Source: an optimization exercise on an open RTL-to-GDS flow (aim: small area, a short achievable clock period and few clock cycles per item). Production flows keep margins and buffers that such runs may drop. Function was checked by simulation only, so behaviour that the tests miss may differ from the original.

==> design.v <==
package sm3Pkg;
	typedef logic [31:0] wordT;
	typedef struct packed {
		wordT a;
		wordT b;
		wordT c;
		wordT d;
		wordT e;
		wordT f;
		wordT g;
		wordT h;
	} stateT;
	localparam int numRounds = 64;
	localparam int lowRounds = 16;
	localparam wordT tLow  = 32'h79cc4519;
	localparam wordT tHigh = 32'h7a879d8a;
	function automatic wordT rotl(input wordT x, input int n);
		rotl = (x << n) | (x >> (32 - n));
	endfunction
	function automatic wordT p0(input wordT x);
		p0 = x ^ rotl(x, 9) ^ rotl(x, 17);
	endfunction
	function automatic wordT p1(input wordT x);
		p1 = x ^ rotl(x, 15) ^ rotl(x, 23);
	endfunction
	function automatic wordT add2(input wordT x, input wordT y);
		logic [31:0] p;
		logic [31:0] g;
		logic [31:0] gp;
		logic [31:0] pp;
		int          k;
		p  = x ^ y;
		g  = x & y;
		gp = g;
		pp = p;
		for (int l = 0; l < 5; l++) begin
			for (int j = 0; j < 32; j++) begin
				if (((j >> l) & 1) == 1) begin
					k = ((j >> (l + 1)) << (l + 1)) + (1 << l) - 1;
					gp[j] = gp[j] | (pp[j] & gp[k]);
					pp[j] = pp[j] & pp[k];
				end
			end
		end
		add2 = p ^ {gp[30:0], 1'b0};
	endfunction
	function automatic wordT add2x(input wordT x, input wordT y, input wordT v);
		logic [31:0] p;
		logic [31:0] g;
		logic [31:0] gp;
		logic [31:0] pp;
		int          k;
		p  = x ^ y;
		g  = x & y;
		gp = g;
		pp = p;
		for (int l = 0; l < 5; l++) begin
			for (int j = 0; j < 32; j++) begin
				if (((j >> l) & 1) == 1) begin
					k = ((j >> (l + 1)) << (l + 1)) + (1 << l) - 1;
					gp[j] = gp[j] | (pp[j] & gp[k]);
					pp[j] = pp[j] & pp[k];
				end
			end
		end
		add2x = (p ^ v) ^ {gp[30:0], 1'b0};
	endfunction
	function automatic wordT add3(input wordT x, input wordT y, input wordT z);
		wordT s;
		wordT c;
		s = x ^ y ^ z;
		c = (x & y) | (x & z) | (y & z);
		add3 = add2(s, {c[30:0], 1'b0});
	endfunction
endpackage
module sm3RoundCtrl (
	input  logic       clk,
	input  logic       enable,
	input  logic       start,
	output logic       accept,
	output logic       high,
	output logic       lastRound,
	output logic       lowLast,
	output logic       busy,
	output logic       done
);
	logic [5:0] roundCnt;
	assign accept    = start & ~busy;
	assign lastRound = busy & (roundCnt == 6'd63);
	assign lowLast   = roundCnt == 6'd15;
	always_ff @(posedge clk) begin
		if (accept) begin
			high <= 1'b0;
		end else if (lowLast) begin
			high <= 1'b1;
		end
	end
	always_ff @(posedge clk or posedge enable) begin
		if (enable) begin
			busy     <= 1'b0;
			done     <= 1'b0;
			roundCnt <= '0;
		end else begin
			done <= lastRound;
			if (accept) begin
				busy     <= 1'b1;
				roundCnt <= '0;
			end else if (busy) begin
				roundCnt <= roundCnt + 1'b1;
				if (lastRound) begin
					busy <= 1'b0;
				end
			end
		end
	end
endmodule
module sm3MsgExpand (
	input  logic          clk,
	input  logic          accept,
	input  logic [511:0]  block,
	output sm3Pkg::wordT  wNext,
	output sm3Pkg::wordT  wNextPrime
);
	logic [511:0] window;
	sm3Pkg::wordT mix;
	sm3Pkg::wordT nextWord;
	always_comb begin
		mix      = window[511:480] ^ window[287:256] ^ sm3Pkg::rotl(window[95:64], 15);
		nextWord = sm3Pkg::p1(mix) ^ sm3Pkg::rotl(window[415:384], 7) ^ window[191:160];
	end
	always_ff @(posedge clk) begin
		if (accept) begin
			window <= block;
		end else begin
			window <= {window[479:0], nextWord};
		end
	end
	assign wNext      = window[479:448];
	assign wNextPrime = window[479:448] ^ window[351:320];
endmodule
module sm3RoundState (
	input  logic              clk,
	input  logic              enable,
	input  logic              accept,
	input  logic              high,
	input  logic              lastRound,
	input  logic              lowLast,
	input  sm3Pkg::stateT     chainIn,
	input  logic [511:0]      block,
	input  sm3Pkg::wordT      wNext,
	input  sm3Pkg::wordT      wNextPrime,
	output sm3Pkg::stateT     chainOut
);
	sm3Pkg::stateT st;
	sm3Pkg::stateT savedChain;
	sm3Pkg::stateT nextSt;
	sm3Pkg::stateT finalSt;
	sm3Pkg::wordT tj;
	sm3Pkg::wordT a12;
	sm3Pkg::wordT ss1;
	sm3Pkg::wordT ss2;
	sm3Pkg::wordT ffv;
	sm3Pkg::wordT ggv;
	sm3Pkg::wordT x1;
	sm3Pkg::wordT x2;
	sm3Pkg::wordT tt1;
	sm3Pkg::wordT tt2;
	sm3Pkg::wordT dIn;
	sm3Pkg::wordT dW;
	sm3Pkg::wordT hIn;
	sm3Pkg::wordT hW;
	always_comb begin
		a12 = sm3Pkg::rotl(st.a, 12);
		ss1 = sm3Pkg::rotl(sm3Pkg::add3(a12, st.e, tj), 7);
		ss2 = ss1 ^ a12;
		if (high) begin
			ffv = (st.a & st.b) | (st.a & st.c) | (st.b & st.c);
			ggv = (st.e & st.f) | (~st.e & st.g);
		end else begin
			ffv = st.a ^ st.b ^ st.c;
			ggv = st.e ^ st.f ^ st.g;
		end
		x1  = sm3Pkg::add2(ffv, st.d);
		x2  = sm3Pkg::add2(ggv, st.h);
		tt1 = sm3Pkg::add2(x1, ss2);
		tt2 = sm3Pkg::add2(x2, ss1);
	end
	always_comb begin
		if (accept) begin
			dIn = chainIn.d;
			dW  = block[511:480] ^ block[383:352];
			hIn = chainIn.h;
			hW  = block[511:480];
		end else begin
			dIn = st.c;
			dW  = wNextPrime;
			hIn = st.g;
			hW  = wNext;
		end
	end
	always_comb begin
		nextSt.a = tt1;
		nextSt.b = st.a;
		nextSt.c = sm3Pkg::rotl(st.b, 9);
		nextSt.d = sm3Pkg::add2(dIn, dW);
		nextSt.e = sm3Pkg::p0(tt2);
		nextSt.f = st.e;
		nextSt.g = sm3Pkg::rotl(st.f, 19);
		nextSt.h = sm3Pkg::add2(hIn, hW);
	end
	always_comb begin
		finalSt   = nextSt ^ savedChain;
		finalSt.a = sm3Pkg::add2x(x1, ss2, savedChain.a);
		finalSt.d = st.c ^ savedChain.d;
		finalSt.e = (tt2 ^ sm3Pkg::rotl(tt2, 9)) ^ (sm3Pkg::rotl(tt2, 17) ^ savedChain.e);
		finalSt.h = st.g ^ savedChain.h;
	end
	always_ff @(posedge clk) begin
		if (accept) begin
			st.a <= chainIn.a;
			st.b <= chainIn.b;
			st.c <= chainIn.c;
			st.e <= chainIn.e;
			st.f <= chainIn.f;
			st.g <= chainIn.g;
			tj   <= sm3Pkg::tLow;
		end else begin
			st.a <= nextSt.a;
			st.b <= nextSt.b;
			st.c <= nextSt.c;
			st.e <= nextSt.e;
			st.f <= nextSt.f;
			st.g <= nextSt.g;
			if (lowLast) begin
				tj <= sm3Pkg::rotl(sm3Pkg::tHigh, 16);
			end else begin
				tj <= sm3Pkg::rotl(tj, 1);
			end
		end
		st.d <= nextSt.d;
		st.h <= nextSt.h;
	end
	always_ff @(posedge clk) begin
		if (accept) begin
			savedChain <= chainIn;
		end
	end
	always_ff @(posedge clk or posedge enable) begin
		if (enable) begin
			chainOut <= '0;
		end else if (lastRound) begin
			chainOut <= finalSt;
		end
	end
endmodule
module sm3Compress (
	input  logic          clk,
	input  logic          enable,
	input  logic          start,
	input  logic [255:0]  chainIn,
	input  logic [511:0]  block,
	output logic [255:0]  chainOut,
	output logic          busy,
	output logic          done
);
	logic         accept;
	logic         high;
	logic         lastRound;
	logic         lowLast;
	sm3Pkg::wordT wNext;
	sm3Pkg::wordT wNextPrime;
	sm3RoundCtrl u_ctrl (
		.clk       (clk),
		.enable    (enable),
		.start     (start),
		.accept    (accept),
		.high      (high),
		.lastRound (lastRound),
		.lowLast   (lowLast),
		.busy      (busy),
		.done      (done)
	);
	sm3MsgExpand u_expand (
		.clk        (clk),
		.accept     (accept),
		.block      (block),
		.wNext      (wNext),
		.wNextPrime (wNextPrime)
	);
	sm3RoundState u_round (
		.clk        (clk),
		.enable     (enable),
		.accept     (accept),
		.high       (high),
		.lastRound  (lastRound),
		.lowLast    (lowLast),
		.chainIn    (chainIn),
		.block      (block),
		.wNext      (wNext),
		.wNextPrime (wNextPrime),
		.chainOut   (chainOut)
	);
endmodule
==> flow/run.sh <==
#!/bin/bash
set -e
export BUFFER_PORTS_ARGS="-buffer_cell sky130_fd_sc_hd__buf_1"
bash standard.sh > standard.log 2>&1
==> standard.sh <==
#!/bin/bash
# synth_recipe.tcl (not shown) runs the flow's synth.tcl, then flattens the netlist and writes it again
# the make line also repeats each setting of config.mk as NAME=value (left out here)
make -C /OpenROAD-flow-scripts/flow DESIGN_CONFIG=/design/flow/config.mk WORK_HOME=/design/flow/orfs CLKGATE_MAP_FILE= SYNTH_SCRIPT=/design/flow/synth_recipe.tcl "${@:-finish}"
==> config.mk <==
export PLATFORM = sky130hd
export DESIGN_NAME = sm3Compress
export DESIGN_NICKNAME = sm3Compress
export VERILOG_FILES = /design/flow/design.v
export SDC_FILE = /design/flow/constraint.sdc
export NUM_CORES = 4
export LEC_CHECK = 0
export ABC_AREA = 1
export CAP_MARGIN = 20
export CORE_MARGIN = 2
export CORE_UTILIZATION = 60
export PLACE_DENSITY = 0.7
export SETUP_SLACK_MARGIN = 5
export SLEW_MARGIN = 20
==> constraint.sdc <==
create_clock -name core_clock -period 10.0 [get_ports {clk}]
set_input_delay 2.0000 -clock core_clock [delete_from_list [all_inputs] [get_ports {clk}]]
set_output_delay 2.0000 -clock core_clock [all_outputs]
set_load 0.01 [all_outputs]
==> flow_summary.ini, run 1 <==
[min_path]
whs_path_depth = 2
hold_class = reg -> reg

[yosys]
synth_top_area_cell = dfxtp_1
synth-seq-area-share = 0.490
synthCells = 7367
async_flop_share = 0.200
synth.area.top_cells = dfxtp_1 (26%), nand2_1 (17%), edfxtp_1 (12%)
synth_top_area_share = 0.259
netlist_area_sq_mm = 0.0619
syn-num-nets = 8447
yosysUniqueCellTypes = 63
yosys_most_used_dff = dfxtp_1
synth_enable_flop_cells = 256
ys_warn_count = 3
syn_area_per_cell_sq_um = 8.40
ys_seq_elements = 1321

[die]
die_area_sq_mm = 0.106
dieHeight_um = 325
dieWidth_um = 325
ios = 1029
placementRows = 117
core_area_sq_mm = 0.102
start_util = 0.607

[timing]
finalSetupViolCount = 0
tightest_slew_ns = 1.06
worst_clock_skew_ns = 0.0280
fin_crit_ns = 5.07
fmax_mhz = 197
hold_slack_ns = 0.419
rsz0062_at_grt = yes
finalHoldViolCount = 0
setup_tns_ns = 0
fin_crit_sh = 0.507
drv_slew = 0
slew_headroom = 0.295

[critical_path]
cp-end-kind = flop
path_buf_inv = 5
path_delay_family = adder cells
worstPathMaxFanout = 6
crit_chain = fa_1 > ha_1 > inv_1 > o21ai_0 > a21oi_1 > o21ai_4 > or2_2 > nand2_4 > inv_1 > ha_1 > inv_2 > o211ai_2 > nand3_2 > nand2_4 > inv_4 > fa_2 > clkinvlp_4 > xor2_4 > xor2_1 > o21ai_1
path_class = reg -> reg
max_stage_delay_ns = 0.82
required_ns = 10.60
cp_data_arrival_time_ns = 5.68
crit_cells = 20
critPathLaunchType = flop
cp_slowest_cell = dfxtp_1
r2r.worst_path.cells = 20

[outcome]
status = timing/DRC/antenna clean

[placed_design]
hpwl_mm = 194
place_congestion = 1.04
io_buffers = 1028

[global_routing]
grt.total_usage = 0.460
grt_pass1_wl_mm = 350
antenna_found_initial = 51
overflow = 0
grt_pass1_vias = 52700
grt_max_degree = 158

[cts]
clk_latency_ns = 0.77
cts_tree = done
root_buffer = clkbuf_16
clock-sinks = 1321
clockBufferDepth = 3
path_clk_slew_ns = 0.07
ctsHtreeMaxLevel = 4
postCtsHoldBufs = 0
numCtsBuffers = 137

[finish]
finish.utilization = 0.734
area_delta_synth_final_pct = 21.0
fillers = 7880
nets = 9504
drive_above_1_share = 0.0997

[drt]
drtPass1Iterations = 8
wl_mm = 254
drc = 0
ant_nets = 0
wl_per_cell_um = 25.6
drtIter0Drc = 6945
avgViaCountPerCell = 5.70
dr_total_vias = 56700

[run]
maxCapViolCount = 0
==> logic make-up (layout without fill, tap and decap cells) <==
family                     count (synthesis)  after routing  synth area share
muxes                                      2              2          0.000323
xor gates and xnor gates                 627            627            0.0893
adders and majority gates                309            309            0.0742
AOI/OAI and AO/OA                        785            785            0.0697
DFF                                     1321           1321             0.490
and+or+nand+nor                         3515           3519             0.227
other                                      0             32                 0
buffers and inverters                    808           1976            0.0497
==> registers in the layout (all words and copies together) (netlist names), 6 cells and up <==
name	count
u_expand.window	512
u_round.chainOut	256
u_round.savedChain	256
u_round.st	256
u_round.tj	32
u_ctrl.roundCnt	6
==> final timing paths <==
check	from	end	slack [ns]
max	u_round.st[122]	u_round.chainOut[113]	4.93
min	u_expand.window[145]	u_expand.window[177]	0.42
max reg2reg	u_round.st[122]	u_round.chainOut[113]	4.93
min reg2reg	u_expand.window[145]	u_expand.window[177]	0.42
max in group asynchronous	enable	u_round.chainOut[25]	6.92
min in group asynchronous	enable	u_round.chainOut[75]	1.54
==> layout make-up <==
cell class	instances	area [sq um]	area share
repair inverters	6	55.1	0.000735
clock inverters	49	537	0.00717
inverters	555	2160	0.0289
repair buffers	1161	5230	0.0699
clock buffers	205	4090	0.0546
flip-flops and latches	1321	30500	0.407
diodes	32	80.1	0.00107
multi-input cells	5242	30500	0.408
well taps	1368	1710	0.0229
==> through the flow <==
step	area (sq um)	std cells	setup slack (ns)
2_1_floorplan	62000	7367	4.52
3_3_place_gp	66900	9547	3.35
3_5_place_dp	66900	9547	3.23
4_1_cts	72700	9851	4.89
5_1_grt	74900	9932	4.78
6_report	74900	9939	4.93
==> timing repair <==
| item | CTS | global route |
|---|---|---|
| resized for setup | 208 | 358 |
| pin swaps | 42 | 124 |
| buffers inserted | 42 | 47 |
| cloned | 8 | 9 |
| endpoints found under the setup margin | 170 | 143 |
==> synth_stat cells, types with 50 or more instances <==
cell type  instances
clkbuf_1         207
nand3_1          265
xnor2_1          311
inv_1            542
nand2_1         2849
a21oi_1          208
o21ai_0          414
ha_1             212
dfxtp_1          801
or2_2             50
edfxtp_1         256
dfrtp_1          264
fa_1              97
nor2_1           231
xor2_1           311
==> layout by cell type (no fill, tap or decap), types with 68 or more instances in the layout <==
master / instances
nand2_2: 68
nor2_1: 220
xor2_1: 282
ha_1: 183
edfxtp_1: 256
o21ai_0: 390
xnor2_1: 295
inv_1: 513
dfrtp_1: 264
a21oi_1: 172
buf_1: 1027
nand3_1: 232
nand2_1: 2774
buf_4: 96
fa_1: 86
clkbuf_16: 145
dfxtp_1: 739
==> worst register-to-register path, delay by kind of cell, from the launching register on <==
family / cells / cell delay (ns)
AOI/OAI and AO/OA: 5 / 0.70
DFF: 1 / 0.82
xor gates and xnor gates: 2 / 0.42
adders and majority gates: 4 / 1.84
buffers and inverters: 5 / 0.47
and+or+nand+nor: 4 / 0.67
==> metal layers <==
| metal | global-route usage | vias up | wire length (um) |
|---|---|---|---|
| li1 | - | 25400 | - |
| met1 | 0.562 | 26800 | 90100 |
| met2 | 0.707 | 3520 | 112000 |
| met3 | 0.104 | 973 | 27600 |
| met4 | 0.356 | 30 | 23800 |
| met5 | 0 | - | 207 |
Testbench counts, summed over its fixed seeds: cycles 12,488, blocks 192.
==> inputs of run 2 (changes only) <==
==> flow/run.sh (replaced) <==
#!/bin/bash
# The standard layout (standard.sh) with single-strength port buffers and
# a clock tree of clkbuf_4 and clkbuf_8 buffers without dummy balancing loads
set -e
export BUFFER_PORTS_ARGS="-buffer_cell sky130_fd_sc_hd__buf_1"
export CTS_ARGS="-sink_clustering_enable -repair_clock_nets -dont_use_dummy_load -buf_list {sky130_fd_sc_hd__clkbuf_4 sky130_fd_sc_hd__clkbuf_8} -sink_clustering_size 24"
bash standard.sh > standard.log 2>&1
==> run 2 against run 1 <==
Effect of this change:
- non-clock buffer count down 2
- sequential cell count unchanged
- setup slack better by 0.018 ns
- cell area down 2.2%
- first-iteration DRC count unchanged
- register-to-register slack better by 0.02 ns
- sequential share of layout area up 0.89 points
- critical endpoint is now u_round.st[110]
==> flow_summary.ini, run 2 <==
[critical_path]
cp_slowest_cell = fa_1
cp-end-kind = flop
required_ns = 10.71
path_class = reg -> reg
critPathLaunchType = flop
max_stage_delay_ns = 0.46
cp_data_arrival_time_ns = 5.76
worstPathMaxFanout = 6

[drt]
drtIter0Drc = 6945
ant_nets = 0
avgViaCountPerCell = 5.71
wl_mm = 253
drtPass1Iterations = 8
wl_per_cell_um = 25.6
dr_total_vias = 56500
drc = 0

[yosys]
synth_top_area_cell = dfxtp_1
synth_most_common_cell = nand2_1
syn_area_per_cell_sq_um = 8.40
synthCells = 7367
yosysUniqueCellTypes = 63
synth.area.top_cells = dfxtp_1 (26%), nand2_1 (17%), edfxtp_1 (12%)
synth_enable_flop_cells = 256
yosys_most_used_dff = dfxtp_1
synth_common_cells = nand2_1 (2849), dfxtp_1 (801), inv_1 (542)
syn-num-nets = 8447
ys_warn_count = 3
synth_top_area_share = 0.259
synth-seq-area-share = 0.490
ys_seq_elements = 1321
async_flop_share = 0.200
netlist_area_sq_mm = 0.0619

[finish]
final_cell_mix = nand2_1 (2757), buf_1 (1027), dfxtp_1 (740)
nets = 9571
finish.utilization = 0.718
max_flop_register = u_expand.window
area_delta_synth_final_pct = 18.3
fin_cells = 9898
largest_register_ffs = 512
final_area_sq_mm = 0.0733
drive_above_1_share = 0.102
final_common_cell = nand2_1

[cts]
clk_latency_ns = 0.96
path_clk_slew_ns = 0.06
numCtsBuffers = 208
clockBufferDepth = 3
clock-sinks = 1321
ctsHtreeMaxLevel = 4
root_buffer = clkbuf_8
cts_tree = done

[timing]
fmax_mhz = 198
drv_slew = 0
tightest_slew_ns = 1.05
finalSetupViolCount = 0
slew_headroom = 0.292
fin_crit_sh = 0.506
worst_clock_skew_ns = 0.123
setup_tns_ns = 0
hold_slack_ns = 0.385
fin_crit_ns = 5.06
finalHoldViolCount = 0
rsz0062_at_grt = yes

[global_routing]
antenna_found_initial = 60
grt_pass1_wl_mm = 347
grt_max_degree = 158
grt_pass1_vias = 52300
overflow = 0
grt.total_usage = 0.456

[die]
placementRows = 117
start_util = 0.607
dieHeight_um = 325
dieWidth_um = 325
core_area_sq_mm = 0.102
ios = 1029
die_area_sq_mm = 0.106

[placed_design]
dp_cells = 9547
io_buffers = 1028
place_congestion = 1.04
hpwl_mm = 194
place_area_sq_mm = 0.0669

[run]
maxCapViolCount = 0

[outcome]
status = timing/DRC/antenna clean

[min_path]
hold_class = reg -> reg
## run 2: final cells by class
cell class | count | area, sq um
diodes | 41 | 103
clock buffers | 208 | 2860
fillers | 8215 | 28800
inverters | 555 | 2170
multi-input cells | 5241 | 30700
flip-flops and latches | 1321 | 30500
well taps | 1368 | 1710
repair buffers | 1159 | 5230
repair inverters | 5 | 48.8
## run 2: stage by stage
stage / setup slack [ns]
3_5_place_dp: 3.23
2_1_floorplan: 4.52
5_1_grt: 4.67
6_report: 4.94
3_3_place_gp: 3.35
4_1_cts: 4.95
## run 2: what timing repair did
item,4_1_cts,5_1_grt
setup buffers,39,49
gates cloned,7,7
pin swaps,38,144
setup endpoints to repair,166,133
gates resized for setup,217,385
hold buffers,0,0
## run 2: worst paths after layout
check	to	depth (start not counted)	startpoint	slack [ns]
min in group asynchronous	u_round.chainOut[115]	3	enable	1.42
worst min register to register	u_expand.window[163]	2	u_expand.window[131]	0.39
worst max register to register	u_round.st[110]	34	u_round.st[111]	4.94
worst max-delay path	u_round.st[110]	34	u_round.st[111]	4.94
max in group asynchronous	u_round.chainOut[50]	4	enable	7.00
worst min-delay path	u_expand.window[163]	2	u_expand.window[131]	0.39
## run 2: cells by family (layout without fill, tap and decap cells)
group                    after synthesis  count (layout)  synth area share
AND/OR/NAND/NOR                     3515            3518             0.227
flip-flops                          1321            1321             0.490
buffers and inverters                808            1927            0.0497
AO/OA/AOI/OAI                        785             785            0.0697
XOR/XNOR                             627             627            0.0893
adder cells (fa/ha/maj)              309             309            0.0742
multiplexers                           2               2          0.000323
other                                  0              41                 0
## run 2: worst max-delay path, delay by kind of cell, from the launching register on
| family | cells | cell delay, ns |
|---|---|---|
| and+or+nand+nor | 22 | 2.24 |
| adders and majority gates | 3 | 1.09 |
| buffers and inverters | 5 | 0.57 |
| AOI/OAI and AO/OA | 4 | 0.53 |
| DFF | 1 | 0.44 |
## run 2: layer usage
layer  global-route usage  vias to the layer above  part of all wire  routed length (um)
met1                0.563                    26500              0.35               89300
li1                     -                    25400                 -                   -
met5                    0                        -           0.00077                 196
met2                0.708                     3617              0.44              112000
met4                0.336                       32             0.091               23100
met3               0.0985                      947              0.11               27900
==> inputs of run 3 (changes only) <==
==> flow/run.sh (replaced) <==
#!/bin/bash
set -e
export BUFFER_PORTS_ARGS="-buffer_cell sky130_fd_sc_hd__buf_1"
export CTS_ARGS="-sink_clustering_enable -repair_clock_nets -dont_use_dummy_load -buf_list {sky130_fd_sc_hd__clkbuf_8}"
sed -e 's/SETUP_SLACK_MARGIN=[0-9.]*/SETUP_SLACK_MARGIN=5.4/' standard.sh > standard_tight.sh
bash standard_tight.sh > standard.log 2>&1
==> run 3 against run 2 <==
Effect of this change:
- clock skew fell by 0.014 ns
- hold slack got worse by 0.0031 ns
- critical path depth fell by 2
- critical path type unchanged
- cell area rose by 3.6%
- wire length rose by 2.2%
- die area did not move
- register-to-register slack got worse by 0.29 ns
- via count rose by 2.4%
==> flow_summary.ini, run 3 <==
[outcome]
status = timing/DRC/antenna clean

[drt]
ant_nets = 0
dr_wl_met2_mm = 115
dr_total_vias = 57900
wl_met1_mm = 88.8
drtIter0Drc = 7105
wl_mm = 258
wl_per_cell_um = 25.9
wl_met3_mm = 29.1
avgViaCountPerCell = 5.79
drtPass1Iterations = 6
drc = 0
maxUsedRoutingLayer = met5

[global_routing]
grt_pass1_wl_mm = 353
grt.total_usage = 0.462
grt_max_degree = 177
grt_pass1_vias = 54300
overflow = 0
antenna_found_initial = 48

[placed_design]
io_buffers = 1028
pre_cts_ws_ns = 3.30
place_congestion = 1.05
hpwl_mm = 191

[cts]
path_clk_slew_ns = 0.06
clock-sinks = 1321
numCtsBuffers = 208
postCtsHoldBufs = 0
clockBufferDepth = 3
ctsHtreeMaxLevel = 4
clk_latency_ns = 0.94
root_buffer = clkbuf_8
cts_tree = done

[yosys]
synth-seq-area-share = 0.490
synth_top_area_cell = dfxtp_1
ys_seq_elements = 1321
yosysUniqueCellTypes = 63
ys_warn_count = 3
syn-num-nets = 8447
synth_top_area_share = 0.259
netlist_area_sq_mm = 0.0619
synth_common_cells = nand2_1 (2849), dfxtp_1 (801), inv_1 (542)
yosys_most_used_dff = dfxtp_1
synthCells = 7367
synth_most_common_cell = nand2_1
synth.area.top_cells = dfxtp_1 (26%), nand2_1 (17%), edfxtp_1 (12%)
synth_enable_flop_cells = 256
syn_area_per_cell_sq_um = 8.40
async_flop_share = 0.200

[die]
placementRows = 117
start_util = 0.607
die_area_sq_mm = 0.106
ios = 1029
core_area_sq_mm = 0.102
dieWidth_um = 325
dieHeight_um = 325

[timing]
setup_ws_ns = 4.66
fmax_mhz = 187
setup_tns_ns = 0
drv_slew = 0
fin_crit_ns = 5.34
slew_headroom = 0.245
finalHoldViolCount = 0
finalSetupViolCount = 0
rsz0062_at_grt = yes
worst_clock_skew_ns = 0.109
fin_crit_sh = 0.534
tightest_slew_ns = 1.13

[critical_path]
critPathLaunchType = flop
cp_slowest_cell = fa_2
cp_common_cell = nand2_2
max_stage_delay_ns = 0.56
required_ns = 10.77
cp-end-kind = flop
cp_data_arrival_time_ns = 6.11
path_class = reg -> reg
worstPathMaxFanout = 6

[finish]
final_cell_mix = nand2_1 (2658), buf_1 (1027), dfxtp_1 (735)
area_delta_synth_final_pct = 22.5
finish.utilization = 0.744
final_common_cell = nand2_1
nets = 9660
drive_above_1_share = 0.139
largest_register_ffs = 512
max_flop_register = u_expand.window

[min_path]
hold_class = reg -> reg

[run]
maxCapViolCount = 0
## run 3: cell families (layout without fill, tap and decap cells)
kind of cell	count (synthesis)	count (layout)	share of synthesized area
AND/OR/NAND/NOR	3515	3518	0.227
flip-flops	1321	1321	0.490
XOR/XNOR	627	627	0.0893
other	0	42	0
buffers and inverters	808	2016	0.0497
adder cells (fa/ha/maj)	309	309	0.0742
multiplexers	2	2	0.000323
AO/OA/AOI/OAI	785	785	0.0697
## run 3: routing by layer
metal	track usage	vias up
met3	0.102	1162
met5	0	-
met1	0.555	27000
li1	-	25600
met4	0.352	18
met2	0.726	4057
## run 3: path summary, 6_finish.rpt
check	from	endpoint	slack (ns)	cells past startpoint
min in group asynchronous	enable	u_round.chainOut[71]	1.38	3
setup / recovery	u_round.st[100]	u_round.chainOut[98]	4.66	32
setup reg to reg	u_round.st[100]	u_round.chainOut[98]	4.66	32
max in group asynchronous	enable	u_round.chainOut[27]	7.20	4
hold reg to reg	u_expand.window[29]	u_expand.window[61]	0.38	2
hold / removal	u_expand.window[29]	u_expand.window[61]	0.38	2
## run 3: final cells by class
class                      instances  area, sq um
multi-input combinational       5241        32300
sequential                      1321        30500
fill                            7606        26200
timing repair buffer            1245         6030
clock buffer                     208         2860
inverter                         555         2200
tap                             1368         1710
timing repair inverter             8          105
antenna                           42          105
## run 3: worst max-delay path: cells and delay by family (launching register included)
family | cells | cell delay, ns
simple gates | 22 | 2.44
buf+inv | 2 | 0.24
fa+ha+maj | 4 | 1.42
flops | 1 | 0.41
xor+xnor | 1 | 0.09
compound gates | 3 | 0.60
## run 3: repair_timing
| item | 4_1_cts | 5_1_grt |
|---|---|---|
| hold endpoints to repair | 0 | 0 |
| setup buffers | 98 | 86 |
| pin swaps | 156 | 204 |
| gates cloned | 12 | 4 |
| setup endpoints to repair | 217 | 153 |
| resized for setup | 516 | 438 |
## run 3: stage by stage
step	hold WS, ns	std cells	cell area (sq um)
2_1_floorplan	0.403	7367	62300
6_report	0.382	9988	75900
3_5_place_dp	0.409	9538	67000
4_1_cts	0.376	9856	73000
5_1_grt	0.410	9982	75900
3_3_place_gp	0.405	9538	67000
==> inputs of run 4 (changes only) <==
==> flow/run.sh (replaced) <==
#!/bin/bash
# The standard layout (standard.sh) with single-strength port buffers and
# a clock tree of clkbuf_8 buffers without dummy balancing loads
set -e
export BUFFER_PORTS_ARGS="-buffer_cell sky130_fd_sc_hd__buf_1"
export CTS_ARGS="-sink_clustering_enable -repair_clock_nets -dont_use_dummy_load -buf_list {sky130_fd_sc_hd__clkbuf_8}"
bash standard.sh > standard.log 2>&1
--- a/config.mk
+++ b/config.mk
@@ -6,6 +6,7 @@
 export NUM_CORES = 4
 export LEC_CHECK = 0
 export ABC_AREA = 1
+export ABC_CLOCK_PERIOD_IN_PS = 4000
 export CAP_MARGIN = 20
 export CORE_MARGIN = 2
 export CORE_UTILIZATION = 60
==> run 4 against run 3 <==
Effect of this change:
- cell area down 3.4%
- wire length fell by 1.8%
- sequential share of layout area up 1.4 points
- maximum frequency rose by 6.1%
- count of clock-buffer cells in the layout down 1
- global-route usage down 0.60 points
==> flow_summary.ini, run 4 <==
[critical_path]
cp-end-kind = flop
cp_data_arrival_time_ns = 5.74
critPathLaunchType = flop
worstPathMaxFanout = 3
max_stage_delay_ns = 0.54
path_class = reg -> reg
required_ns = 10.70
cp_slowest_cell = fa_1
cp_common_cell = nand2_4

[global_routing]
grt.total_usage = 0.456
antenna_found_initial = 53
grt_max_degree = 158
overflow = 0
grt_pass1_wl_mm = 347
grt_pass1_vias = 52100

[timing]
finalSetupViolCount = 0
hold_slack_ns = 0.396
tightest_slew_ns = 1.05
setup_tns_ns = 0
fin_crit_sh = 0.503
slew_headroom = 0.299
rsz0062_at_grt = yes
worst_clock_skew_ns = 0.103
drv_slew = 0
fmax_mhz = 199
fin_crit_ns = 5.03
finalHoldViolCount = 0

[placed_design]
hpwl_mm = 194
place_congestion = 1.04
dp_cells = 9547
io_buffers = 1028

[cts]
cts_tree = done
clock-sinks = 1321
root_buffer = clkbuf_8
clk_latency_ns = 0.93
numCtsBuffers = 207
path_clk_slew_ns = 0.06
ctsHtreeMaxLevel = 4
clockBufferDepth = 3

[finish]
largest_register_ffs = 512
max_flop_register = u_expand.window
finish.utilization = 0.718
nets = 9584
drive_above_1_share = 0.103
area_delta_synth_final_pct = 18.4
fin_cells = 9904
final_cell_mix = nand2_1 (2761), buf_1 (1027), dfxtp_1 (740)
final_common_cell = nand2_1

[drt]
drtPass1Iterations = 7
drtIter0Drc = 7221
wl_met3_mm = 28.2
ant_nets = 0
wl_met1_mm = 89.2
avgViaCountPerCell = 5.69
drc = 0
dr_total_vias = 56400
dr_wl_met2_mm = 113
wl_per_cell_um = 25.6
maxUsedRoutingLayer = met5
wl_mm = 254

[run]
maxCapViolCount = 0

[die]
die_area_sq_mm = 0.106
placementRows = 117
start_util = 0.607
dieHeight_um = 325
core_area_sq_mm = 0.102
ios = 1029
dieWidth_um = 325

[yosys]
netlist_area_sq_mm = 0.0619
synth_most_common_cell = nand2_1
synth.area.top_cells = dfxtp_1 (26%), nand2_1 (17%), edfxtp_1 (12%)
ys_warn_count = 3
synth_top_area_share = 0.259
synth-seq-area-share = 0.490
syn-num-nets = 8447
synth_common_cells = nand2_1 (2849), dfxtp_1 (801), inv_1 (542)
yosys_most_used_dff = dfxtp_1
syn_area_per_cell_sq_um = 8.40
ys_seq_elements = 1321
synth_top_area_cell = dfxtp_1
synth_enable_flop_cells = 256
synthCells = 7367
async_flop_share = 0.200
yosysUniqueCellTypes = 63

[outcome]
status = timing/DRC/antenna clean

[min_path]
hold_class = reg -> reg
run 4: logic make-up (layout without fill, tap and decap cells):
logic type               Yosys count  count (layout)  synth area share
AND/OR/NAND/NOR                 3515            3519             0.227
flip-flops                      1321            1321             0.490
buffers and inverters            808            1939            0.0497
AO/OA/AOI/OAI                    785             785            0.0697
XOR/XNOR                         627             627            0.0893
adder cells (fa/ha/maj)          309             309            0.0742
multiplexers                       2               2          0.000323
other                              0              34                 0
run 4: what timing repair did:
item                       in CTS  in global routing
pin swaps                      36                135
hold endpoints to repair        0                  0
hold buffers                    0                  0
cloned                          7                 10
buffers inserted               38                 61
gates resized for setup       203                391
setup endpoints to repair     167                129
run 4: path summary, 6_finish.rpt:
check | from | to | slack (ns) | depth (start not counted)
setup reg to reg | u_round.st[232] | u_round.chainOut[241] | 4.97 | 29
hold reg to reg | u_expand.window[14] | u_expand.window[46] | 0.40 | 2
max in group asynchronous | enable | u_round.chainOut[50] | 6.99 | 4
min in group asynchronous | enable | u_round.chainOut[85] | 1.44 | 3
hold / removal | u_expand.window[14] | u_expand.window[46] | 0.40 | 2
setup / recovery | u_round.st[232] | u_round.chainOut[241] | 4.97 | 29
run 4: cell type report:
| type | count | area [sq um] |
|---|---|---|
| multi-input cells | 5242 | 30600 |
| flip-flops and latches | 1321 | 30500 |
| fillers | 8240 | 28700 |
| repair buffers | 1171 | 5320 |
| clock buffers | 207 | 2850 |
| inverters | 555 | 2170 |
| well taps | 1368 | 1710 |
| diodes | 34 | 85.1 |
| repair inverters | 6 | 57.6 |
run 4: layer usage:
metal / vias up / track usage
li1: 25400 / -
met2: 3641 / 0.711
met5: - / 0
met4: 26 / 0.332
met1: 26400 / 0.563
met3: 927 / 0.0959
run 4: critical path: cells and delay by family (launching register included):
family | cells | cell delay, ns
xor gates and xnor gates | 3 | 0.50
and+or+nand+nor | 15 | 1.53
AOI/OAI and AO/OA | 3 | 0.45
adders and majority gates | 4 | 1.59
DFF | 1 | 0.44
buffers and inverters | 4 | 0.35
run 4: through the flow:
stage | area, sq um | setup WS, ns
after floorplan | 62000 | 4.52
after global placement | 66900 | 3.35
after detailed placement | 66900 | 3.23
after CTS | 70800 | 4.95
after global routing | 73300 | 4.72
final | 73300 | 4.97
==> inputs of run 5 (changes only) <==
--- a/config.mk
+++ b/config.mk
@@ -6,10 +6,9 @@
 export NUM_CORES = 4
 export LEC_CHECK = 0
 export ABC_AREA = 1
-export ABC_CLOCK_PERIOD_IN_PS = 4000
 export CAP_MARGIN = 20
 export CORE_MARGIN = 2
 export CORE_UTILIZATION = 60
-export PLACE_DENSITY = 0.7
+export PLACE_DENSITY = 0.8
 export SETUP_SLACK_MARGIN = 5
 export SLEW_MARGIN = 20
==> run 5 against run 4 <==
Effect of this change:
- die area stayed put
- via count is 1.0% higher
- global-route usage is 0.12 points higher
- non-clock buffer count is 20 higher
- still clean
- sequential cell count stayed put
- synthesized cell count stayed put
- sequential share of layout area is 0.54 points lower
- maximum frequency is 2.2% lower
- largest cell class unchanged
- register-to-register slack worse by 0.12 ns
==> flow_summary.ini, run 5 <==
[timing]
finalSetupViolCount = 0
drv_slew = 0
worst_clock_skew_ns = 0.0929
setup_ws_ns = 4.85
setup_tns_ns = 0
slew_headroom = 0.286
rsz0062_at_grt = yes
fin_crit_sh = 0.515
fin_crit_ns = 5.15
finalHoldViolCount = 0
fmax_mhz = 194
tightest_slew_ns = 1.07

[die]
core_area_sq_mm = 0.102
start_util = 0.607
dieWidth_um = 325
placementRows = 117
ios = 1029
die_area_sq_mm = 0.106
dieHeight_um = 325

[yosys]
synth_enable_flop_cells = 256
synth.area.top_cells = dfxtp_1 (26%), nand2_1 (17%), edfxtp_1 (12%)
synth_top_area_share = 0.259
netlist_area_sq_mm = 0.0619
synth_common_cells = nand2_1 (2849), dfxtp_1 (801), inv_1 (542)
async_flop_share = 0.200
synth_top_area_cell = dfxtp_1
ys_seq_elements = 1321
yosys_most_used_dff = dfxtp_1
ys_warn_count = 3
synth-seq-area-share = 0.490
synthCells = 7367
syn-num-nets = 8447
syn_area_per_cell_sq_um = 8.40
synth_most_common_cell = nand2_1
yosysUniqueCellTypes = 63

[drt]
drc = 0
drtIter0Drc = 6870
avgViaCountPerCell = 5.74
wl_mm = 253
ant_nets = 0
dr_total_vias = 57000
drtPass1Iterations = 9
wl_per_cell_um = 25.5

[global_routing]
grt.total_usage = 0.457
antenna_found_initial = 45
grt_pass1_wl_mm = 349
grt_pass1_vias = 53100
overflow = 0
grt_max_degree = 188

[critical_path]
required_ns = 10.68
r2r_slack_ns = 4.85
cp_common_cell = nand2_4
worstPathMaxFanout = 4
cp-end-kind = flop
path_class = reg -> reg
critPathLaunchType = flop
path_delay_family = adder cells
max_stage_delay_ns = 0.61
cp_data_arrival_time_ns = 5.83
cp_slowest_cell = fa_2
path_buf_inv = 6

[cts]
ctsHtreeMaxLevel = 4
root_buffer = clkbuf_8
numCtsBuffers = 205
cts_tree = done
clockBufferDepth = 3
clk_latency_ns = 0.92
clock-sinks = 1321
path_clk_slew_ns = 0.06

[finish]
max_flop_register = u_expand.window
multiInputGateArea_sq_mm = 0.0313
nets = 9598
final_common_cell = nand2_1
largest_register_ffs = 512
final_cell_mix = nand2_1 (2716), buf_1 (1027), dfxtp_1 (740)
drive_above_1_share = 0.118
register_area_sq_mm = 0.0305
fillers = 8017
finish.utilization = 0.728
area_delta_synth_final_pct = 19.9

[placed_design]
place_congestion = 1.04
io_buffers = 1028
hpwl_mm = 192
pre_cts_ws_ns = 3.46

[min_path]
hold_class = reg -> reg

[outcome]
status = timing/DRC/antenna clean

[run]
maxCapViolCount = 0
-- run 5: cell count changes in the layout (fill, tap and decap cells not counted), sizes merged, moves of 3 or more --
cell	before	now
inv	558	551
clkinvlp	2	5
clkbuf	213	210
buf	1164	1183
diode	34	39
-- run 5: metrics by stage --
step / hold WS, ns / cells / instance area, sq um
global route: 0.421 / 9910 / 74200
floorplan: 0.403 / 7367 / 62000
CTS: 0.399 / 9793 / 71200
global placement: 0.406 / 9541 / 66800
finish: 0.401 / 9923 / 74300
detailed placement: 0.409 / 9541 / 66800
-- run 5: final cells by class --
type | count | area share
repair buffers | 1191 | 0.0753
repair inverters | 4 | 0.000506
well taps | 1368 | 0.0231
flip-flops and latches | 1321 | 0.411
diodes | 39 | 0.00131
inverters | 555 | 0.0295
clock buffers | 205 | 0.0380
multi-input cells | 5240 | 0.422
-- run 5: cells by family (layout without fill, tap and decap cells) --
logic type               Yosys count  after routing  share of synthesized area
buffers and inverters            808           1955                     0.0497
AO/OA/AOI/OAI                    785            785                     0.0697
flip-flops                      1321           1321                      0.490
adder cells (fa/ha/maj)          309            309                     0.0742
other                              0             39                          0
multiplexers                       2              2                   0.000323
AND/OR/NAND/NOR                 3515           3517                      0.227
XOR/XNOR                         627            627                     0.0893
-- run 5: path summary, 6_finish.rpt --
check	startpoint	endpoint	depth (start not counted)
max	u_round.st[100]	u_round.st[113]	28
min	u_expand.window[120]	u_expand.window[152]	2
max reg2reg	u_round.st[100]	u_round.st[113]	28
min reg2reg	u_expand.window[120]	u_expand.window[152]	2
max in group asynchronous	enable	u_round.chainOut[18]	4
min in group asynchronous	enable	u_round.chainOut[125]	3
-- run 5: routing by layer --
layer  global-route usage  part of all wire  vias to the layer above
li1                     -                 -                    25500
met1                0.545              0.35                    26700
met2                0.720              0.45                     3799
met3                0.102              0.11                      984
met4                0.354             0.095                       22
met5                    0           0.00053                        -
-- run 5: worst reg2reg max path: cells and delay by family, from the launching register on --
kind,cells,cell delay (ns)
buffers and inverters,6,0.63
and+or+nand+nor,12,1.34
DFF,1,0.41
adders and majority gates,4,1.59
xor gates and xnor gates,2,0.40
AOI/OAI and AO/OA,4,0.58
-- run 5: repair_timing --
action,4_1_cts,5_1_grt
gates resized for setup,257,496
buffers inserted,38,85
hold buffers,0,0
endpoints found under the setup margin,155,143
pin swaps,71,204
cloned,9,6
==> inputs of run 6 (changes only) <==
--- a/config.mk
+++ b/config.mk
@@ -9,6 +9,6 @@
 export CAP_MARGIN = 20
 export CORE_MARGIN = 2
 export CORE_UTILIZATION = 60
-export PLACE_DENSITY = 0.8
-export SETUP_SLACK_MARGIN = 5
+export PLACE_DENSITY = 0.7
+export SETUP_SLACK_MARGIN = 4.7
 export SLEW_MARGIN = 20
==> run 6 against run 5 <==
Effect of this change:
- still clean
- die area stayed put
- setup slack worse by 0.098 ns
- non-clock buffer count is 83 lower
==> flow_summary.ini, run 6 <==
[timing]
slew_headroom = 0.206
finalSetupViolCount = 0
rsz0062_at_grt = yes
fmax_mhz = 191
hold_slack_ns = 0.390
fin_crit_sh = 0.525
finalHoldViolCount = 0
setup_tns_ns = 0
drv_slew = 0
tightest_slew_ns = 1.18
worst_clock_skew_ns = 0.110
fin_crit_ns = 5.25
setup_ws_ns = 4.75

[cts]
ctsHtreeMaxLevel = 4
path_clk_slew_ns = 0.06
root_buffer = clkbuf_8
clk_latency_ns = 0.94
postCtsHoldBufs = 0
clock-sinks = 1321
numCtsBuffers = 207
cts_tree = done
clockBufferDepth = 3

[drt]
wl_mm = 247
ant_nets = 0
drtIter0Drc = 6562
drtPass1Iterations = 6
dr_total_vias = 55700
wl_per_cell_um = 25.1
drc = 0
avgViaCountPerCell = 5.66

[min_path]
hold_class = reg -> reg
min-delay-start = u_expand.window[132]

[finish]
drive_above_1_share = 0.0709
final_common_cell = nand2_1
nets = 9513
fin_cells = 9843
fillers = 8369
finish.utilization = 0.699
largest_register_ffs = 512
max_flop_register = u_expand.window
area_delta_synth_final_pct = 15.1
final_cell_mix = nand2_1 (2826), buf_1 (1028), dfxtp_1 (750)
final_area_sq_mm = 0.0713

[critical_path]
max_stage_delay_ns = 0.56
startpoint = u_round.st[104]
r2r_slack_ns = 4.75
cp_slowest_cell = fa_2
r2r.worst_path.cells = 34
rr_endpoint = u_round.chainOut[241]
required_ns = 10.70
path_delay_family = adder cells
crit_cells = 34
r2r_start = u_round.st[104]
critPathLaunchType = flop
worstPathMaxFanout = 5
path_buf_inv = 5
cp_data_arrival_time_ns = 5.94
path_class = reg -> reg
cp-end-kind = flop
cp-endpoint = u_round.chainOut[241]

[yosys]
synth_enable_flop_cells = 256
synth_top_area_share = 0.259
synth_common_cells = nand2_1 (2849), dfxtp_1 (801), inv_1 (542)
async_flop_share = 0.200
synth.area.top_cells = dfxtp_1 (26%), nand2_1 (17%), edfxtp_1 (12%)
yosysUniqueCellTypes = 63
yosys_most_used_dff = dfxtp_1
syn-num-nets = 8447
syn_area_per_cell_sq_um = 8.40
netlist_area_sq_mm = 0.0619
synth_top_area_cell = dfxtp_1
ys_seq_elements = 1321
ys_warn_count = 3
synth-seq-area-share = 0.490
synthCells = 7367
synth_most_common_cell = nand2_1

[die]
dieHeight_um = 325
core_area_sq_mm = 0.102
die_area_sq_mm = 0.106
placementRows = 117
dieWidth_um = 325
start_util = 0.607
ios = 1029

[run]
maxCapViolCount = 0

[global_routing]
overflow = 0
grt.total_usage = 0.451
grt_pass1_vias = 52200
grt_max_degree = 200
grt_pass1_wl_mm = 344
antenna_found_initial = 52

[placed_design]
io_buffers = 1028
pre_cts_ws_ns = 3.23
place_congestion = 1.03
hpwl_mm = 194
place_area_sq_mm = 0.0668
dp_cells = 9540

[outcome]
status = timing/DRC/antenna clean
[run 6: cell counts after synthesis]
Identical to the previous run, type by type.
[run 6: cells by family after synthesis]
kind of cell | after synthesis | synth area share
simple gates | 3515 | 0.227
flops | 1321 | 0.490
buf+inv | 808 | 0.0497
compound gates | 785 | 0.0697
xor+xnor | 627 | 0.0893
fa+ha+maj | 309 | 0.0742
mux | 2 | 0.000323
[run 6: tightest hold or removal path, stage by stage (launching register included)]
cell	delay, ns
dfxtp_1	0.31
nand2_1	0.05
nand2_1	0.05
[run 6: metal layers]
metal,up-vias,routed length (um),track usage
met1,26000,88400,0.552
met4,18,19900,0.316
li1,25300,-,-
met5,-,119,0
met3,816,26400,0.102
met2,3496,112000,0.709
[run 6: worst min path at each step]
stage	end	slack (ns)	cells after the start
global placement	u_expand.window[165]	0.41	2
global route	u_expand.window[164]	0.41	2
detailed placement	u_expand.window[155]	0.41	2
floorplan	u_expand.window[128]	0.40	2
finish	u_expand.window[164]	0.39	2
CTS	u_expand.window[164]	0.38	2
[run 6: area by class of cell]
cell class                      count  area, sq um  share of cell area
Timing Repair inverter              2         22.5            0.000316
Inverter                          555         2150              0.0302
Clock buffer                      207         2850              0.0400
Sequential cell                  1321        30500               0.427
Multi-Input combinational cell   5238        29200               0.410
Timing Repair Buffer             1108         4720              0.0662
Tap cell                         1368         1710              0.0240
Antenna cell                       44          110             0.00154
[run 6: timing repair]
item                       in CTS  in global routing
pin swaps                       5                 38
gates cloned                    3                  3
setup endpoints to repair     142                134
buffers inserted                9                 37
hold endpoints to repair        0                  0
resized for setup             101                172
==> inputs of run 7 (changes only) <==
--- a/config.mk
+++ b/config.mk
@@ -10,5 +10,5 @@
 export CORE_MARGIN = 2
 export CORE_UTILIZATION = 60
 export PLACE_DENSITY = 0.7
-export SETUP_SLACK_MARGIN = 4.7
+export SETUP_SLACK_MARGIN = 4.4
 export SLEW_MARGIN = 20
==> run 7 against run 6 <==
Effect of this change:
- still clean
- core utilization down 0.80 points
- cell area down 1.1%
- maximum frequency down 3.5%
==> flow_summary.ini, run 7 <==
[timing]
drv_slew = 0
fin_crit_sh = 0.544
worst_clock_skew_ns = 0.110
setup_ws_ns = 4.56
slew_headroom = 0.207
setup_tns_ns = 0
fin_crit_ns = 5.44
rsz0062_at_grt = yes
fmax_mhz = 184
finalHoldViolCount = 0
finalSetupViolCount = 0
tightest_slew_ns = 1.19

[cts]
numCtsBuffers = 207
clk_latency_ns = 0.94
path_clk_slew_ns = 0.06
root_buffer = clkbuf_8
cts_tree = done
ctsHtreeMaxLevel = 4
clock-sinks = 1321
clockBufferDepth = 3

[finish]
register_area_sq_mm = 0.0304
nets = 9480
fillers = 8477
multiInputGateArea_sq_mm = 0.0288
max_flop_register = u_expand.window
drive_above_1_share = 0.0583
largest_register_ffs = 512
final_area_sq_mm = 0.0705
final_common_cell = nand2_1
final_cell_mix = nand2_1 (2839), buf_1 (1028), dfxtp_1 (758)
area_delta_synth_final_pct = 13.8

[critical_path]
cp_data_arrival_time_ns = 6.16
critPathLaunchType = flop
path_buf_inv = 5
r2r.worst_path.cells = 27
worstPathMaxFanout = 6
rr_endpoint = u_round.st[102]
cp-end-kind = flop
path_delay_family = simple AND/OR/NAND/NOR gates
cp_common_cell = nand2_1
cp_slowest_cell = xor2_1
max_stage_delay_ns = 0.77
required_ns = 10.72
r2r_slack_ns = 4.56
r2r_start = u_round.st[103]
path_class = reg -> reg

[die]
dieWidth_um = 325
core_area_sq_mm = 0.102
placementRows = 117
dieHeight_um = 325
ios = 1029
start_util = 0.607
die_area_sq_mm = 0.106

[placed_design]
io_buffers = 1028
pre_cts_ws_ns = 3.23
hpwl_mm = 194
place_area_sq_mm = 0.0668
place_congestion = 1.03

[yosys]
async_flop_share = 0.200
syn-num-nets = 8447
ys_warn_count = 3
synth_common_cells = nand2_1 (2849), dfxtp_1 (801), inv_1 (542)
yosysUniqueCellTypes = 63
synth_top_area_cell = dfxtp_1
netlist_area_sq_mm = 0.0619
synth.area.top_cells = dfxtp_1 (26%), nand2_1 (17%), edfxtp_1 (12%)
synth_enable_flop_cells = 256
synth-seq-area-share = 0.490
ys_seq_elements = 1321
syn_area_per_cell_sq_um = 8.40
synth_top_area_share = 0.259
yosys_most_used_dff = dfxtp_1
synth_most_common_cell = nand2_1
synthCells = 7367

[min_path]
whs_path_depth = 2
hold_end = u_expand.window[164]
min-delay-start = u_expand.window[132]
hold_class = reg -> reg

[outcome]
status = timing/DRC/antenna clean

[drt]
drc = 0
drtPass1Iterations = 7
drtIter0Drc = 6262
avgViaCountPerCell = 5.64
wl_mm = 245
wl_per_cell_um = 24.9
dr_total_vias = 55300
ant_nets = 0

[global_routing]
grt_pass1_vias = 51800
overflow = 0
grt_max_degree = 214
antenna_found_initial = 50
grt_pass1_wl_mm = 342
grt.total_usage = 0.448

[run]
maxCapViolCount = 0
==> run 7: changes by cell type in the layout (fill, tap and decap cells not counted), sizes merged <==
cell,delta
clkinvlp,-1
diode,-4
bufbuf,-2
buf,-28
clkbuf,-1
clkinv,+1
inv,-2
==> run 7: cells by family after synthesis <==
family                   count (synthesis)  synth area share
AO/OA/AOI/OAI                          785            0.0697
multiplexers                             2          0.000323
adder cells (fa/ha/maj)                309            0.0742
XOR/XNOR                               627            0.0893
flip-flops                            1321             0.490
AND/OR/NAND/NOR                       3515             0.227
buffers and inverters                  808            0.0497
==> run 7: final cells by class <==
class | count | share of cell area
multi-input cells | 5238 | 0.409
repair buffers | 1077 | 0.0624
inverters | 555 | 0.0306
clock buffers | 207 | 0.0404
diodes | 40 | 0.00142
well taps | 1368 | 0.0243
flip-flops and latches | 1321 | 0.432
==> run 7: repair_timing <==
action / in CTS / in global routing
endpoints found under the hold margin: 0 / 0
hold buffers: 0 / 0
pin swaps: 1 / 14
setup endpoints to repair: 94 / 116
cloned: 0 / 2
resized for setup: 55 / 95
setup buffers: 3 / 14
==> run 7: metal layers <==
layer / global-route usage / up-vias / wire (um)
met5: 0 / - / 141
met4: 0.315 / 22 / 19700
met3: 0.0954 / 810 / 24400
met2: 0.704 / 3339 / 111000
met1: 0.553 / 25900 / 89600
li1: - / 25200 / -
==> run 7: worst max path at each step <==
stage | startpoint | endpoint | slack [ns] | cells past startpoint
after floorplan | enable | u_ctrl.busy | 4.52 | 1
after global placement | start | u_round.st[17] | 3.23 | 20
after detailed placement | start | u_round.st[17] | 3.23 | 20
after CTS | u_round.st[224] | u_round.chainOut[113] | 4.36 | 31
after global routing | u_round.st[224] | u_round.st[113] | 4.36 | 32
final | u_round.st[103] | u_round.st[102] | 4.56 | 27
==> run 7: worst min-delay path: cells and delay by family (launching register included) <==
kind | cells | cell delay [ns]
flip-flops | 1 | 0.31
AND/OR/NAND/NOR | 2 | 0.10
==> run 7: per-stage QoR <==
step                std cells  hold WS (ns)  utilization
CTS                      9750         0.383        0.684
global placement         9540         0.406        0.655
finish                   9806         0.381        0.690
global route             9794         0.413        0.690
detailed placement       9540         0.409        0.655
floorplan                7367         0.403            -
==> inputs of run 8 (changes only) <==
--- a/config.mk
+++ b/config.mk
@@ -10,5 +10,5 @@
 export CORE_MARGIN = 2
 export CORE_UTILIZATION = 60
 export PLACE_DENSITY = 0.7
-export SETUP_SLACK_MARGIN = 4.4
+export SETUP_SLACK_MARGIN = 5
 export SLEW_MARGIN = 20
==> run 8 against run 7 <==
Effect of this change:
- synthesized cell count did not move
- wire length grew 3.7%
- register-to-register slack better by 0.40 ns
- largest cell class is now multi-input gates
- die area is the same
- final cell count is 1.0% higher
- critical endpoint is now u_round.chainOut[241]
- still clean on timing, DRC and antenna
- first-iteration DRC count up 15%
- count of clock-buffer cells in the layout is the same
- sequential share of layout area is 1.6 points lower
==> flow_summary.ini, run 8 <==
[outcome]
status = timing/DRC/antenna clean

[drt]
drc = 0
ant_nets = 0
wl_per_cell_um = 25.6
dr_total_vias = 56400
wl_mm = 254
drtIter0Drc = 7221
avgViaCountPerCell = 5.69
drtPass1Iterations = 7

[die]
die_area_sq_mm = 0.106
dieHeight_um = 325
dieWidth_um = 325
core_area_sq_mm = 0.102
ios = 1029
placementRows = 117
start_util = 0.607

[placed_design]
place_congestion = 1.04
hpwl_mm = 194
place_area_sq_mm = 0.0669
io_buffers = 1028

[yosys]
syn-num-nets = 8447
netlist_area_sq_mm = 0.0619
async_flop_share = 0.200
ys_seq_elements = 1321
synth_enable_flop_cells = 256
synth-seq-area-share = 0.490
syn_area_per_cell_sq_um = 8.40
yosys_most_used_dff = dfxtp_1
synth_top_area_cell = dfxtp_1
synth.area.top_cells = dfxtp_1 (26%), nand2_1 (17%), edfxtp_1 (12%)
synth_top_area_share = 0.259
synth_common_cells = nand2_1 (2849), dfxtp_1 (801), inv_1 (542)
yosysUniqueCellTypes = 63
synthCells = 7367
synth_most_common_cell = nand2_1
ys_warn_count = 3

[timing]
rsz0062_at_grt = yes
slew_headroom = 0.299
drv_slew = 0
setup_tns_ns = 0
fin_crit_ns = 5.03
finalHoldViolCount = 0
tightest_slew_ns = 1.05
worst_clock_skew_ns = 0.103
finalSetupViolCount = 0
fin_crit_sh = 0.503
fmax_mhz = 199

[min_path]
hold_end = u_expand.window[46]
whs_path_depth = 2
hold_class = reg -> reg
min-delay-start = u_expand.window[14]

[cts]
ctsHtreeMaxLevel = 4
clock-sinks = 1321
path_clk_slew_ns = 0.06
cts_tree = done
clk_latency_ns = 0.93
clockBufferDepth = 3
root_buffer = clkbuf_8
numCtsBuffers = 207

[critical_path]
cp_common_cell = nand2_4
cp_slowest_cell = fa_1
worstPathMaxFanout = 3
r2r_slack_ns = 4.97
max_stage_delay_ns = 0.54
cp-end-kind = flop
critPathLaunchType = flop
cp_data_arrival_time_ns = 5.74
required_ns = 10.70
rr_endpoint = u_round.chainOut[241]
path_class = reg -> reg
r2r.worst_path.cells = 29
r2r_start = u_round.st[232]

[finish]
final_common_cell = nand2_1
drive_above_1_share = 0.103
nets = 9584
max_flop_register = u_expand.window
area_delta_synth_final_pct = 18.4
final_cell_mix = nand2_1 (2761), buf_1 (1027), dfxtp_1 (740)
final_area_sq_mm = 0.0733
largest_register_ffs = 512

[global_routing]
grt_pass1_vias = 52100
grt_max_degree = 158
overflow = 0
grt_pass1_wl_mm = 347
antenna_found_initial = 53
grt.total_usage = 0.456

[run]
maxCapViolCount = 0
## run 8: cell counts after synthesis
Identical to the previous run, type by type.
## run 8: cell type report
type                    instances  area (sq um)
fillers                      8240         28700
clock buffers                 207          2850
flip-flops and latches       1321         30500
diodes                         34          85.1
well taps                    1368          1710
inverters                     555          2170
repair inverters                6          57.6
multi-input cells            5242         30600
repair buffers               1171          5320
## run 8: logic make-up after synthesis
kind of cell | share of synthesized area
buffers and inverters | 0.0497
XOR/XNOR | 0.0893
AO/OA/AOI/OAI | 0.0697
multiplexers | 0.000323
AND/OR/NAND/NOR | 0.227
adder cells (fa/ha/maj) | 0.0742
flip-flops | 0.490
## run 8: per-stage QoR
stage | instances | worst slack [ns] | util | hold slack [ns]
4_1_cts | 9799 | 4.95 | 0.694 | 0.388
5_1_grt | 9899 | 4.72 | 0.718 | 0.416
3_5_place_dp | 9547 | 3.23 | 0.655 | 0.408
3_3_place_gp | 9547 | 3.35 | 0.655 | 0.406
6_report | 9904 | 4.97 | 0.718 | 0.396
2_1_floorplan | 7367 | 4.52 | - | 0.403
## run 8: how the worst max path moves through the flow
| stage | start | to | slack [ns] | cells after the start |
|---|---|---|---|---|
| finish | u_round.st[232] | u_round.chainOut[241] | 4.97 | 29 |
| detailed placement | start | u_round.st[145] | 3.23 | 19 |
| global placement | start | u_round.st[145] | 3.35 | 19 |
| floorplan | enable | u_ctrl.busy | 4.52 | 1 |
| CTS | u_round.st[103] | u_round.chainOut[241] | 4.95 | 33 |
| global route | u_round.st[104] | u_round.chainOut[105] | 4.72 | 34 |
## run 8: per-layer routing
| metal | up-vias | global-route usage | wire length (um) |
|---|---|---|---|
| met5 | - | 0 | 166 |
| met3 | 927 | 0.0959 | 28200 |
| met1 | 26400 | 0.563 | 89200 |
| met4 | 26 | 0.332 | 23100 |
| met2 | 3641 | 0.711 | 113000 |
| li1 | 25400 | - | - |
## run 8: timing repair
item / in CTS / in global routing
hold buffers: 0 / 0
setup buffers: 38 / 61
gates resized for setup: 203 / 391
pin swaps: 36 / 135
setup endpoints to repair: 167 / 129
gates cloned: 7 / 10
## run 8: worst max-delay path: cells and delay by family (launching register included)
family	cells	cell delay, ns
AO/OA/AOI/OAI	3	0.45
XOR/XNOR	3	0.50
adder cells (fa/ha/maj)	4	1.59
AND/OR/NAND/NOR	15	1.53
flip-flops	1	0.44
buffers and inverters	4	0.35
==> inputs of run 9 (changes only) <==
--- a/config.mk
+++ b/config.mk
@@ -8,7 +8,7 @@
 export ABC_AREA = 1
 export CAP_MARGIN = 20
 export CORE_MARGIN = 2
-export CORE_UTILIZATION = 60
-export PLACE_DENSITY = 0.7
+export CORE_UTILIZATION = 65
+export PLACE_DENSITY = 0.75
 export SETUP_SLACK_MARGIN = 5
 export SLEW_MARGIN = 20
==> run 9 against run 8 <==
Effect of this change:
- still clean
- clock skew decreased by 0.032 ns
- area after synthesis did not move
- core utilization is 6.9 points higher
- non-clock buffer count up 50
- count of clock-buffer cells in the layout down 1
- sequential cell count did not move
- first-iteration DRC count up 17%
- critical path depth up 4
- critical path type unchanged
==> flow_summary.ini, run 9 <==
[timing]
setup_tns_ns = 0
fmax_mhz = 191
fin_crit_ns = 5.23
worst_clock_skew_ns = 0.0710
tightest_slew_ns = 1.23
setup_ws_ns = 4.77
finalSetupViolCount = 0
fin_crit_sh = 0.523
slew_headroom = 0.173
rsz0062_at_grt = yes
drv_slew = 0
finalHoldViolCount = 0

[yosys]
ys_warn_count = 3
yosysUniqueCellTypes = 63
ys_seq_elements = 1321
synth_enable_flop_cells = 256
synth_most_common_cell = nand2_1
syn_area_per_cell_sq_um = 8.40
netlist_area_sq_mm = 0.0619
synthCells = 7367
synth_common_cells = nand2_1 (2849), dfxtp_1 (801), inv_1 (542)
async_flop_share = 0.200
syn-num-nets = 8447
synth_top_area_cell = dfxtp_1
synth.area.top_cells = dfxtp_1 (26%), nand2_1 (17%), edfxtp_1 (12%)
yosys_most_used_dff = dfxtp_1
synth-seq-area-share = 0.490
synth_top_area_share = 0.259

[die]
dieWidth_um = 313
start_util = 0.654
die_area_sq_mm = 0.0977
dieHeight_um = 313
core_area_sq_mm = 0.0947
placementRows = 113
ios = 1029

[finish]
finish.utilization = 0.787
final_cell_mix = nand2_1 (2696), buf_1 (1027), dfxtp_1 (742)
fillers = 6510
final_area_sq_mm = 0.0746
final_common_cell = nand2_1
drive_above_1_share = 0.122
area_delta_synth_final_pct = 20.5
max_flop_register = u_expand.window
nets = 9628
largest_register_ffs = 512

[drt]
wl_mm = 261
wl_per_cell_um = 26.5
dr_total_vias = 59000
drtIter0Drc = 8415
drtPass1Iterations = 10
ant_nets = 0
avgViaCountPerCell = 5.98
drc = 0

[outcome]
status = timing/DRC/antenna clean

[placed_design]
place_area_sq_mm = 0.0667
io_buffers = 1028
hpwl_mm = 195
place_congestion = 1.05
pre_cts_ws_ns = 3.45

[global_routing]
grt.total_usage = 0.506
grt_pass1_vias = 53900
grt_max_degree = 245
grt_pass1_wl_mm = 353
overflow = 0
antenna_found_initial = 73

[critical_path]
cp_common_cell = nand2_2
cp_slowest_cell = fa_2
path_class = reg -> reg
r2r.worst_path.cells = 33
cp-end-kind = flop
worstPathMaxFanout = 6
cp_data_arrival_time_ns = 6.03
critPathLaunchType = flop
required_ns = 10.80
max_stage_delay_ns = 0.56

[cts]
clk_latency_ns = 0.93
ctsHtreeMaxLevel = 4
clock-sinks = 1321
cts_tree = done
clockBufferDepth = 3
numCtsBuffers = 206
root_buffer = clkbuf_8
path_clk_slew_ns = 0.06

[min_path]
whs_path_depth = 2
hold_class = reg -> reg

[run]
maxCapViolCount = 0
-- run 9: final timing paths --
check	start	endpoint	slack, ns
setup / recovery	u_round.st[104]	u_round.st[104]	4.77
setup reg to reg	u_round.st[104]	u_round.st[104]	4.77
min in group asynchronous	enable	u_round.chainOut[118]	1.38
max in group asynchronous	enable	u_round.chainOut[92]	7.04
hold / removal	u_expand.window[61]	u_expand.window[93]	0.38
hold reg to reg	u_expand.window[61]	u_expand.window[93]	0.38
-- run 9: metrics by stage --
stage / hold WS (ns) / cells
global placement: 0.406 / 9442
floorplan: 0.403 / 7367
CTS: 0.378 / 9708
global route: 0.404 / 9854
detailed placement: 0.409 / 9442
finish: 0.383 / 9866
-- run 9: logic make-up after synthesis --
logic type      Yosys count  share of synthesized area
compound gates          785                     0.0697
buf+inv                 808                     0.0497
flops                  1321                      0.490
xor+xnor                627                     0.0893
simple gates           3515                      0.227
fa+ha+maj               309                     0.0742
mux                       2                   0.000323
-- run 9: cell type report --
class	count	area, sq um	area share
Tap cell	1265	1580	0.0212
Timing Repair inverter	3	31.3	0.000419
Inverter	555	2200	0.0295
Clock buffer	206	2840	0.0380
Timing Repair Buffer	1221	5860	0.0785
Sequential cell	1321	30500	0.409
Antenna cell	55	138	0.00185
Multi-Input combinational cell	5240	31500	0.422
-- run 9: metal layers --
| layer | global-route usage | vias up | wire, um |
|---|---|---|---|
| met4 | 0.432 | 30 | 28300 |
| met3 | 0.153 | 1271 | 36000 |
| met1 | 0.602 | 27400 | 86100 |
| met5 | 0 | - | 218 |
| li1 | - | 25500 | - |
| met2 | 0.751 | 4668 | 111000 |
-- run 9: timing repair --
| action | in CTS | in global routing |
|---|---|---|
| cloned | 8 | 3 |
| endpoints found under the setup margin | 155 | 146 |
| pin swaps | 52 | 270 |
| gates resized for setup | 229 | 580 |
| buffers inserted | 52 | 99 |
| hold buffers | 0 | 0 |
| endpoints found under the hold margin | 0 | 0 |
-- run 9: worst max-delay path: cells and delay by family (launching register included) --
family / cells / cell delay (ns)
flip-flops: 1 / 0.42
adder cells (fa/ha/maj): 3 / 1.03
AO/OA/AOI/OAI: 4 / 0.78
AND/OR/NAND/NOR: 20 / 2.09
buffers and inverters: 6 / 0.77

==> afterwards: timing with drivers on the ports <==
The flow's constraints put no driver on any port. The routed layouts listed below were extracted and timed again, unchanged, in two steps.
Step 1: set_driving_cell puts a clkbuf_16 on clk and a buf_2 on each other input, an assumption about the parent block.
Step 2 adds t to the input delays and takes it off the output delays; t is the mean of the earliest and latest rising clock arrival at the registers after step 1. Input paths then give back, and output paths get back, about the clock's delay inside the block.
a / b / c = ideal ports / drivers / drivers and shift; a / b = the first two.
run | t, ns | setup WS [ns] | worst data-port slew with drivers (ns)
run 1 | 0.837 | 4.926 / 4.926 / 4.299 | 0.22
run 2 | 0.978 | 4.944 / 4.944 / 4.207 | 0.23
run 3 | 0.968 | 4.658 / 4.658 / 4.628 | 0.21
run 4 | 0.959 | 4.966 / 4.966 / 4.288 | 0.21
run 5 | 0.939 | 4.851 / 4.851 / 4.327 | 0.22
run 6 | 0.966 | 4.753 / 4.753 / 3.975 | 0.22
run 7 | 0.964 | 4.561 / 4.561 / 3.752 | 0.21
run 8 | 0.959 | 4.966 / 4.966 / 4.288 | 0.21
run 9 | 0.971 | 4.768 / 4.768 / 4.153 | 0.26
After both steps setup and hold are still met in every run listed. The setup slack of run 7, which loses most, moves by 0.000 ns with the drivers and by -0.809 ns with both steps.
